Background: an optimization exercise with open tools, aiming at small area. Do not read the settings as production practice.
The RTL was checked by simulation tests, not by an equivalence proof against the original design.

==> raven: inputs <==
==> flow/design.v <==
package pulse_pkg;
	typedef logic [24-1:0]      period_t;       
	typedef logic [16-1:0]        pulse_time_t;   
	typedef logic [8-1:0]   nut_width_t;
	typedef logic [8-1:0]       pulse_count_t;  
	typedef logic [8-1:0] blank_delay_t;
	typedef enum logic {
		MODE_CW,
		MODE_ECHO
	} seq_mode_t;
	typedef enum logic [1:0] {
		TR_PUMP,
		TR_GAP,
		TR_PI,
		TR_DONE
	} train_state_t;
	typedef enum logic {
		LD_IDLE,
		LD_ACK
	} load_state_t;
endpackage
`timescale 1ns/1ns
module pulse_top (
	input  logic         clk,
	input  logic         reset,
	input  logic         load_req,
	output logic         load_ack,
	input  pulse_pkg::period_t      period,
	input  pulse_pkg::pulse_time_t  pump_width,
	input  pulse_pkg::pulse_time_t  pi_delay,
	input  pulse_pkg::pulse_time_t  pi_width,
	input  pulse_pkg::pulse_time_t  nut_delay,
	input  pulse_pkg::nut_width_t   nut_width,
	input  pulse_pkg::pulse_count_t pi_count,
	input  pulse_pkg::blank_delay_t blank_delay,
	input  pulse_pkg::pulse_time_t  blank_width,
	input  logic         pump_en,
	input  logic         nut_en,
	input  logic         blank_en,
	output logic         sync_on,    
	output logic         pulse_on,   
	output logic         inhib       
);
	logic         req_s1, req_s2, ack, pending;
	logic         capture, swap, pstart;
	logic [23:0]  sh_period;
	logic [15:0]  sh_pump_width, sh_pi_delay, sh_pi_width, sh_nut_delay, sh_blank_width;
	logic [7:0]   sh_nut_width, sh_pi_count, sh_blank_delay;
	logic         sh_pump_en, sh_nut_en, sh_blank_en;
	logic [23:0]  a_period;
	logic [15:0]  a_pw, a_pd, a_wd, a_nd, a_bw;
	logic [7:0]   a_nw, a_n, a_bd;
	logic         a_pen, a_nen, a_ben;
	assign capture  = !ack && req_s2;
	assign swap     = pstart && pending;
	assign load_ack = ack;
	always_ff @(posedge clk) begin
		if (reset) begin
			req_s1 <= 1'b0;
			req_s2 <= 1'b0;
			ack    <= 1'b0;
		end else begin
			req_s1 <= load_req;
			req_s2 <= req_s1;
			ack    <= req_s2;
		end
	end
	always_ff @(posedge clk) begin
		if (capture) begin
			sh_period      <= period;
			sh_pump_width  <= pump_width;
			sh_pi_delay    <= pi_delay;
			sh_pi_width    <= pi_width;
			sh_nut_delay   <= nut_delay;
			sh_nut_width   <= nut_width;
			sh_pi_count    <= pi_count;
			sh_blank_delay <= blank_delay;
			sh_blank_width <= blank_width;
			sh_pump_en     <= pump_en;
			sh_nut_en      <= nut_en;
			sh_blank_en    <= blank_en;
		end
	end
	always_ff @(posedge clk) begin
		if (reset) begin
			pending  <= 1'b0;
			a_period <= 24'(2000);
			a_pw     <= 16'(30);
			a_pd     <= 16'(200);
			a_wd     <= 16'(30);
			a_nd     <= 16'(300);
			a_nw     <= 8'(50);
			a_n      <= 8'(1);
			a_bd     <= 8'(50);
			a_bw     <= 16'(100);
			a_pen    <= 1'b1;
			a_nen    <= 1'b0;
			a_ben    <= 1'b1;
		end else begin
			if (swap) begin
				a_period <= sh_period;
				a_pw     <= sh_pump_width;
				a_pd     <= sh_pi_delay;
				a_wd     <= sh_pi_width;
				a_nd     <= sh_nut_delay;
				a_nw     <= sh_nut_width;
				a_n      <= sh_pi_count;
				a_bd     <= sh_blank_delay;
				a_bw     <= sh_blank_width;
				a_pen    <= sh_pump_en;
				a_nen    <= sh_nut_en;
				a_ben    <= sh_blank_en;
			end
			if (capture) begin
				pending <= 1'b1;
			end else if (pstart) begin
				pending <= 1'b0;
			end
		end
	end
	logic        ph0;    
	logic [23:0] r, rr;
	assign rr     = ph0 ? a_period : r;
	assign pstart = (rr == 24'd0);
	always_ff @(posedge clk) begin
		r   <= rr - 24'd1;
		ph0 <= reset || pstart;
	end
	logic [16:0] dw;      
	logic [17:0] step;    
	logic [16:0] q;       
	logic [16:0] s;       
	logic        nwin_e;
	logic        dz, wz, stepz, bdz, bwz;
	logic        wrap;    
	always_comb begin
		logic c;
		c = 1'b0;
		for (int i = 0; i < 16; i++) begin
			dw[i] = a_pd[i] ^ a_wd[i] ^ c;
			c     = (a_pd[i] & a_wd[i]) | (a_pd[i] & c) | (a_wd[i] & c);
		end
		dw[16] = c;
		c = 1'b0;
		for (int i = 0; i < 17; i++) begin
			logic b;
			b       = (i < 16) ? a_pd[i] : 1'b0;
			step[i] = dw[i] ^ b ^ c;
			c       = (dw[i] & b) | (dw[i] & c) | (b & c);
		end
		step[17] = c;
		c = 1'b0;
		for (int i = 0; i < 16; i++) begin
			logic b;
			b    = (i < 8) ? a_bd[i] : 1'b0;
			q[i] = a_bw[i] ^ b ^ c;
			c    = (a_bw[i] & b) | (a_bw[i] & c) | (b & c);
		end
		q[16] = c;
		c = 1'b0;
		for (int i = 0; i < 16; i++) begin
			logic b;
			b    = (i < 8) ? (a_nw[i] && !nwin_e) : 1'b0;
			s[i] = a_nd[i] ^ b ^ c;
			c    = (a_nd[i] & b) | (a_nd[i] & c) | (b & c);
		end
		s[16] = c;
	end
	assign dz    = (a_pd == 16'd0);
	assign wz    = (a_wd == 16'd0);
	assign stepz = dz && wz;
	assign bdz   = (a_bd == 8'd0);
	assign bwz   = (a_bw == 16'd0);
	always_comb begin
		logic [17:0] sm, cy;
		logic c;
		for (int i = 0; i < 18; i++) begin
			sm[i] = a_period[i] ^ step[i] ^ ~rr[i];
			cy[i] = (a_period[i] & step[i]) | (a_period[i] & ~rr[i]) | (step[i] & ~rr[i]);
		end
		c = sm[0];   
		for (int i = 1; i < 18; i++) begin
			c = (sm[i] & cy[i-1]) | (sm[i] & c) | (cy[i-1] & c);
		end
		wrap = (&a_period[23:18]) && (rr[23:18] == 6'd0) && cy[17] && c;
	end
	logic        pump, pdone, pstall, pin;
	logic [17:0] rp;
	logic [7:0]  pcnt;
	logic        pump_e, pdone_e, pstall_e;
	logic [17:0] rp_e, dcnt, rp_nx;
	logic        rz, r1, pe, mctx, pact, adv_now, padv_raw, padv, last;
	logic        pump_vis, pi_vis, pvis, weq;
	assign pump_e   = ph0 || pump;
	assign pdone_e  = !ph0 && pdone;
	assign pstall_e = !ph0 && pstall;
	assign rp_e     = ph0 ? {2'b0, a_pw} : rp;
	assign dcnt     = rp_e - 18'd1;
	assign rz       = (rp_e == 18'd0);
	assign r1       = (rp_e == 18'd1);
	assign pe       = pump_e && rz;             
	assign mctx     = !pump_e || rz;
	assign pact     = mctx && !pdone_e && !pstall_e;
	assign adv_now  = pe ? stepz : r1;
	assign padv_raw = pact && adv_now;
	assign padv     = padv_raw && !ph0;
	assign last     = (pcnt == 8'd1);
	assign pump_vis = pump_e && !rz;
	assign weq    = (dcnt[17:16] == 2'd0) && (dcnt[15:0] == a_wd);
	assign pvis   = pact && !adv_now && (pe ? dz : (pin || weq));
	assign pi_vis = pvis && !ph0;
	assign rp_nx  = padv_raw ? (last ? {1'b0, q} : step) : (pe ? {1'b0, dw} : dcnt);
	always_ff @(posedge clk) begin
		rp     <= rp_nx;
		pump   <= pump_e && !rz;
		pin    <= padv_raw ? dz : pvis;
		pdone  <= pdone_e || (padv && last);
		pstall <= pstall_e || (padv_raw && ph0) || (padv && !last && (stepz || wrap));
		pcnt   <= ph0 ? a_n : (padv ? pcnt - 8'd1 : pcnt);
	end
	logic        bidle, bstall, bdone;
	logic [17:0] cb, dcb;
	logic        bidle_e, bstall_e, bdone_e;
	logic        bstart, brun, c1, badv, blk_vis, bcmp;
	assign bidle_e  = ph0 || bidle;
	assign bstall_e = !ph0 && bstall;
	assign bdone_e  = !ph0 && bdone;
	assign bstart   = bidle_e && padv_raw;      
	assign brun     = !bidle_e && !bstall_e && !bdone_e;
	assign dcb      = cb - 18'd1;
	assign c1       = (cb == 18'd1);
	assign badv     = brun && c1;
	always_comb begin
		logic le;
		le = 1'b1;
		for (int i = 0; i < 16; i++) begin
			le = (dcb[i] ^ a_bw[i]) ? a_bw[i] : le;
		end
		bcmp = le && (dcb[17:16] == 2'd0);
	end
	assign blk_vis = ((bstart && bdz && !bwz) || (brun && !c1 && bcmp)) && !ph0;
	always_ff @(posedge clk) begin
		cb     <= bstart ? {1'b0, q} : (badv ? step : dcb);
		bidle  <= bidle_e && !bstart;
		bstall <= bstall_e || (badv && (stepz || wrap));
		bdone  <= bdone_e || (pdone_e && r1);
	end
	logic nwin, win, w0s;
	logic eq_s;
	assign nwin_e = nwin && !ph0;
	assign eq_s   = (rr[23:17] == 7'd0) && (rr[16:0] == s);
	assign win    = nwin_e ? !eq_s : (eq_s && (a_nw != 8'd0));
	always_ff @(posedge clk) begin
		nwin <= win;
		if (ph0) begin
			w0s <= win;
		end
	end
	logic cw, pulse_nx, sync_nx, inhib_nx, nut_nx;
	logic s1_pulse, s1_sync, s1_inhib;
	assign cw       = (a_n == 8'd0);
	assign pulse_nx = cw || (a_pen && pump_vis) || pi_vis;
	assign sync_nx  = !cw && !(pdone_e || (padv && last));
	assign inhib_nx = !cw && a_ben && !blk_vis;
	assign nut_nx   = a_nen && (ph0 ? w0s : win);
	always_ff @(posedge clk) begin
		if (reset) begin
			s1_pulse <= 1'b0;
			s1_sync  <= 1'b0;
			s1_inhib <= 1'b0;
			pulse_on <= 1'b0;
			sync_on  <= 1'b0;
			inhib    <= 1'b0;
		end else begin
			s1_pulse <= pulse_nx || nut_nx;
			s1_sync  <= sync_nx;
			s1_inhib <= inhib_nx;
			pulse_on <= s1_pulse;
			sync_on  <= s1_sync;
			inhib    <= s1_inhib;
		end
	end
endmodule
==> flow/flow/run.sh <==
#!/bin/bash
# The standard ORFS layout with three changes:
#  - synthesis maps logic with an area-oriented ABC script (flow/abc_area.script),
#  - port buffers use the smallest buffer cell,
#  - clock tree with clkbuf_8 clusters and no dummy loads.
set -euo pipefail
here=$(pwd)
export AREA_ABC_SCRIPT="$here/flow/abc_area.script"
export BUFFER_PORTS_ARGS="-buffer_cell sky130_fd_sc_hd__buf_1"
export CTS_ARGS="-sink_clustering_enable -repair_clock_nets -buf_list sky130_fd_sc_hd__clkbuf_8 -sink_clustering_size 20 -sink_clustering_max_diameter 60 -dont_use_dummy_load"
cat flow/abc_override.tcl synth_recipe.tcl > area_synth.tcl
sed "s|SYNTH_SCRIPT=[^ ]*|SYNTH_SCRIPT=$here/area_synth.tcl|" standard.sh > area_standard.sh
bash area_standard.sh finish > orfs_make.log 2>&1
==> flow/flow/abc_area.script <==
&get -n
&st
&dch
&nf -a
&put
topo
==> flow/flow/abc_override.tcl <==
# Technology mapping with an area-oriented ABC script instead of ORFS's delay-oriented one.
# Only the final mapping call changes: registers are mapped before it, as in the standard synthesis.
proc abc {args} {
  set i [lsearch -exact $args -script]
  if { $i >= 0 } {
    lset args [expr { $i + 1 }] $::env(AREA_ABC_SCRIPT)
  }
  yosys abc {*}$args
}
==> flow/standard.sh <==
#!/bin/bash
# synth_recipe.tcl (not shown) runs the flow's synth.tcl, then flattens the netlist and writes it again
# the make line also repeats each setting of config.mk as NAME=value (left out here)
make -C /OpenROAD-flow-scripts/flow DESIGN_CONFIG=/design/flow/config.mk WORK_HOME=/design/flow/orfs CLKGATE_MAP_FILE= SYNTH_SCRIPT=/design/flow/synth_recipe.tcl "${@:-finish}"
==> flow/config.mk <==
export PLATFORM = sky130hd
export DESIGN_NAME = pulse_top
export DESIGN_NICKNAME = pulse_top
export VERILOG_FILES = /design/flow/design.v
export SDC_FILE = /design/flow/constraint.sdc
export NUM_CORES = 4
export LEC_CHECK = 0
export CAP_MARGIN = 20
export CORE_MARGIN = 2
export CORE_UTILIZATION = 40
export SLEW_MARGIN = 20
==> flow/constraint.sdc <==
create_clock -name core_clock -period 10.0 [get_ports {clk}]
set_input_delay 2.0000 -clock core_clock [delete_from_list [all_inputs] [get_ports {clk}]]
set_output_delay 2.0000 -clock core_clock [all_outputs]
set_load 0.01 [all_outputs]
==> inputs of juniper, as changes to raven <==
==> flow/design.v, changed modules only <==
module pulse_top (
	input  logic         clk,
	input  logic         reset,
	input  logic         load_req,
	output logic         load_ack,
	input  pulse_pkg::period_t      period,
	input  pulse_pkg::pulse_time_t  pump_width,
	input  pulse_pkg::pulse_time_t  pi_delay,
	input  pulse_pkg::pulse_time_t  pi_width,
	input  pulse_pkg::pulse_time_t  nut_delay,
	input  pulse_pkg::nut_width_t   nut_width,
	input  pulse_pkg::pulse_count_t pi_count,
	input  pulse_pkg::blank_delay_t blank_delay,
	input  pulse_pkg::pulse_time_t  blank_width,
	input  logic         pump_en,
	input  logic         nut_en,
	input  logic         blank_en,
	output logic         sync_on,    
	output logic         pulse_on,   
	output logic         inhib       
);
	logic         req_s1, req_s2, ack, pending;
	logic         capture, swap, pstart;
	logic [23:0]  sh_period;
	logic [15:0]  sh_pump_width, sh_pi_delay, sh_pi_width, sh_nut_delay, sh_blank_width;
	logic [7:0]   sh_nut_width, sh_pi_count, sh_blank_delay;
	logic         sh_pump_en, sh_nut_en, sh_blank_en;
	logic [23:0]  a_period;
	logic [15:0]  a_pw, a_pd, a_wd, a_nd, a_bw;
	logic [7:0]   a_nw, a_n, a_bd;
	logic         a_pen, a_nen, a_ben;
	assign capture  = !ack && req_s2;
	assign swap     = pstart && pending;
	assign load_ack = ack;
	always_ff @(posedge clk) begin
		if (reset) begin
			req_s1 <= 1'b0;
			req_s2 <= 1'b0;
			ack    <= 1'b0;
		end else begin
			req_s1 <= load_req;
			req_s2 <= req_s1;
			ack    <= req_s2;
		end
	end
	always_ff @(posedge clk) begin
		if (capture) begin
			sh_period      <= period;
			sh_pump_width  <= pump_width;
			sh_pi_delay    <= pi_delay;
			sh_pi_width    <= pi_width;
			sh_nut_delay   <= nut_delay;
			sh_nut_width   <= nut_width;
			sh_pi_count    <= pi_count;
			sh_blank_delay <= blank_delay;
			sh_blank_width <= blank_width;
			sh_pump_en     <= pump_en;
			sh_nut_en      <= nut_en;
			sh_blank_en    <= blank_en;
		end
	end
	always_ff @(posedge clk) begin
		if (reset) begin
			pending  <= 1'b0;
			a_period <= 24'(2000);
			a_pw     <= 16'(30);
			a_pd     <= 16'(200);
			a_wd     <= 16'(30);
			a_nd     <= 16'(300);
			a_nw     <= 8'(50);
			a_n      <= 8'(1);
			a_bd     <= 8'(50);
			a_bw     <= 16'(100);
			a_pen    <= 1'b1;
			a_nen    <= 1'b0;
			a_ben    <= 1'b1;
		end else begin
			if (swap) begin
				a_period <= sh_period;
				a_pw     <= sh_pump_width;
				a_pd     <= sh_pi_delay;
				a_wd     <= sh_pi_width;
				a_nd     <= sh_nut_delay;
				a_nw     <= sh_nut_width;
				a_n      <= sh_pi_count;
				a_bd     <= sh_blank_delay;
				a_bw     <= sh_blank_width;
				a_pen    <= sh_pump_en;
				a_nen    <= sh_nut_en;
				a_ben    <= sh_blank_en;
			end
			if (capture) begin
				pending <= 1'b1;
			end else if (pstart) begin
				pending <= 1'b0;
			end
		end
	end
	logic        ph0;    
	logic [23:0] r, rr;
	assign rr     = ph0 ? a_period : r;
	assign pstart = (rr == 24'd0);
	always_ff @(posedge clk) begin
		r   <= rr - 24'd1;
		ph0 <= reset || pstart;
	end
	logic [16:0] dw;      
	logic [17:0] step;    
	logic [16:0] q;       
	logic [16:0] s;       
	logic [18:0] k;       
	logic        wrap;    
	assign dw   = {1'b0, a_pd} + {1'b0, a_wd};
	assign step = {1'b0, dw} + {2'b0, a_pd};
	assign q    = {9'b0, a_bd} + {1'b0, a_bw};
	assign s    = {9'b0, a_nw} + {1'b0, a_nd};
	assign k    = {1'b0, a_period[17:0]} + {1'b0, step};
	assign wrap = (&a_period[23:18]) && k[18] && (rr[23:18] == 6'd0) && (rr[17:0] <= k[17:0]);
	logic        pump, pdone, pstall;
	logic [17:0] rp;
	logic [7:0]  pcnt;
	logic        pump_e, pdone_e, pstall_e;
	logic [17:0] rp_e, x, psrc;
	logic        rpz, xz, main, pact, padv_raw, padv, last;
	logic        pump_vis, pi_vis;
	assign pump_e   = ph0 || pump;
	assign pdone_e  = !ph0 && pdone;
	assign pstall_e = !ph0 && pstall;
	assign rp_e     = ph0 ? {2'b0, a_pw} : rp;
	assign rpz      = (rp_e == 18'd0);
	assign main     = !pump_e || rpz;
	assign x        = (pump_e && rpz) ? {1'b0, dw} : rp_e;
	assign xz       = (x == 18'd0);
	assign pact     = main && !pdone_e && !pstall_e;
	assign padv_raw = pact && xz;
	assign padv     = padv_raw && !ph0;
	assign last     = (pcnt == 8'd1);
	assign pump_vis = pump_e && !rpz;
	assign pi_vis   = pact && !xz && (x <= {2'b0, a_wd}) && !ph0;
	assign psrc     = padv_raw ? (last ? {1'b0, q} : step) : x;
	always_ff @(posedge clk) begin
		rp     <= psrc - 18'd1;
		pump   <= pump_e && !rpz;
		pdone  <= pdone_e || (padv && last);
		pstall <= pstall_e || (padv_raw && ph0) || (padv && !last && ((psrc == 18'd0) || wrap));
		pcnt   <= ph0 ? a_n : (padv ? pcnt - 8'd1 : pcnt);
	end
	logic        bidle, bstall, bdone;
	logic [17:0] cb;
	logic        bidle_e, bstall_e, bdone_e;
	logic [17:0] y, bsrc;
	logic        bstart, brun, yz, badv, blk_vis;
	assign bidle_e  = ph0 || bidle;
	assign bstall_e = !ph0 && bstall;
	assign bdone_e  = !ph0 && bdone;
	assign bstart   = bidle_e && padv_raw;
	assign y        = bidle_e ? {1'b0, q} : cb;
	assign yz       = (y == 18'd0);
	assign brun     = (!bidle_e || bstart) && !bstall_e && !bdone_e;
	assign badv     = brun && yz;
	assign blk_vis  = brun && !yz && (y <= {2'b0, a_bw}) && !ph0;
	assign bsrc     = badv ? step : y;
	always_ff @(posedge clk) begin
		cb     <= bsrc - 18'd1;
		bidle  <= bidle_e && !bstart;
		bstall <= bstall_e || (badv && ((bsrc == 18'd0) || wrap));
		bdone  <= bdone_e || (pdone_e && rpz);
	end
	logic nwin, win, w0s;
	logic eq_s, eq_nd;
	assign eq_s  = (rr[23:17] == 7'd0) && (rr[16:0] == s);
	assign eq_nd = (rr[23:16] == 8'd0) && (rr[15:0] == a_nd);
	assign win   = (eq_s || (nwin && !ph0)) && !eq_nd;
	always_ff @(posedge clk) begin
		nwin <= win;
		if (ph0) begin
			w0s <= win;
		end
	end
	logic cw, pulse_nx, sync_nx, inhib_nx, nut_nx;
	logic s1_pulse, s1_sync, s1_inhib;
	assign cw       = (a_n == 8'd0);
	assign pulse_nx = cw || (a_pen && pump_vis) || pi_vis;
	assign sync_nx  = !cw && !(pdone_e || (padv && last));
	assign inhib_nx = !cw && a_ben && !blk_vis;
	assign nut_nx   = a_nen && (ph0 ? w0s : win);
	always_ff @(posedge clk) begin
		if (reset) begin
			s1_pulse <= 1'b0;
			s1_sync  <= 1'b0;
			s1_inhib <= 1'b0;
			pulse_on <= 1'b0;
			sync_on  <= 1'b0;
			inhib    <= 1'b0;
		end else begin
			s1_pulse <= pulse_nx || nut_nx;
			s1_sync  <= sync_nx;
			s1_inhib <= inhib_nx;
			pulse_on <= s1_pulse;
			sync_on  <= s1_sync;
			inhib    <= s1_inhib;
		end
	end
endmodule
==> flow/run.sh (new file) <==
#!/bin/bash
# synth_recipe.tcl (not shown) runs the flow's synth.tcl, then flattens the netlist and writes it again
# the make line also repeats each setting of config.mk as NAME=value (left out here)
make -C /OpenROAD-flow-scripts/flow DESIGN_CONFIG=/design/flow/config.mk WORK_HOME=/design/flow/orfs CLKGATE_MAP_FILE= SYNTH_SCRIPT=/design/flow/synth_recipe.tcl finish
removed: flow/flow/run.sh
removed: flow/flow/abc_area.script
removed: flow/flow/abc_override.tcl
removed: flow/standard.sh
==> flow_summary.yaml <==
floorplanning:
  die_x_um: 223.4
cells_and_area:
  layout.nonclk_buf_share_pct: 6.668
  dominant_cells: "multi-input gates"
detailed_routing:
  viasPerCell: 5.480
  wl_per_cell_um: 18.95
run_status:
  status: "finished clean"
synthesis:
  synthAdderAreaFrac_pct: 8.451
  ys_ff_latch: 349
clocking:
  clk_pin_slew_ns: 0.06
The numbers above come from juniper.

==> flow_summary.yaml <==
cells_and_area:
  multi_input_cells: 1014
  layout.nonclk_buf_share_pct: 3.547
  dominant_cells: "sequential cells"
grt:
  antenna_found_initial: 0
run_status:
  status: "finished clean"
clocking:
  clk_pin_slew_ns: 0.09
synthesis:
  synthAdderAreaFrac_pct: 10.33
hold_path:
  hp-start: "s1_inhib"
detailed_routing:
  viasPerCell: 5.071
  wl_per_cell_um: 17.12
floorplanning:
  die_x_um: 200.2
The numbers above come from raven.

## re-timing with driven ports
No port has a modelled driver above. Below, the same layouts with a new extraction and two added sets of constraints.
Step 1 (the two cells are an assumption about what drives the block):
set clk [get_ports {clk}]
set_driving_cell -lib_cell sky130_fd_sc_hd__clkbuf_16 $clk
set_driving_cell -lib_cell sky130_fd_sc_hd__buf_2 [delete_from_list [all_inputs] $clk]
Step 2 times the ports against the registers' clock, not the clock port: input delays grow and output delays shrink by t, the midpoint of the rising clock arrivals with the driver on.
a / b / c = ideal / step 1 / step 2; a / b = the first two.
run	shift t [ns]	slack for setup (ns)	hold slack, ns	clock arrival spread, ns	worst slew at a driven data input, ns
raven	0.631	1.229 / 1.229 / 1.229	0.432 / 0.432 / 0.432	0.081 / 0.081	0.04
juniper	0.613	2.422 / 2.422 / 2.422	0.451 / 0.451 / 0.451	0.017 / 0.017	0.06
After both steps setup and hold are still met in every run listed.
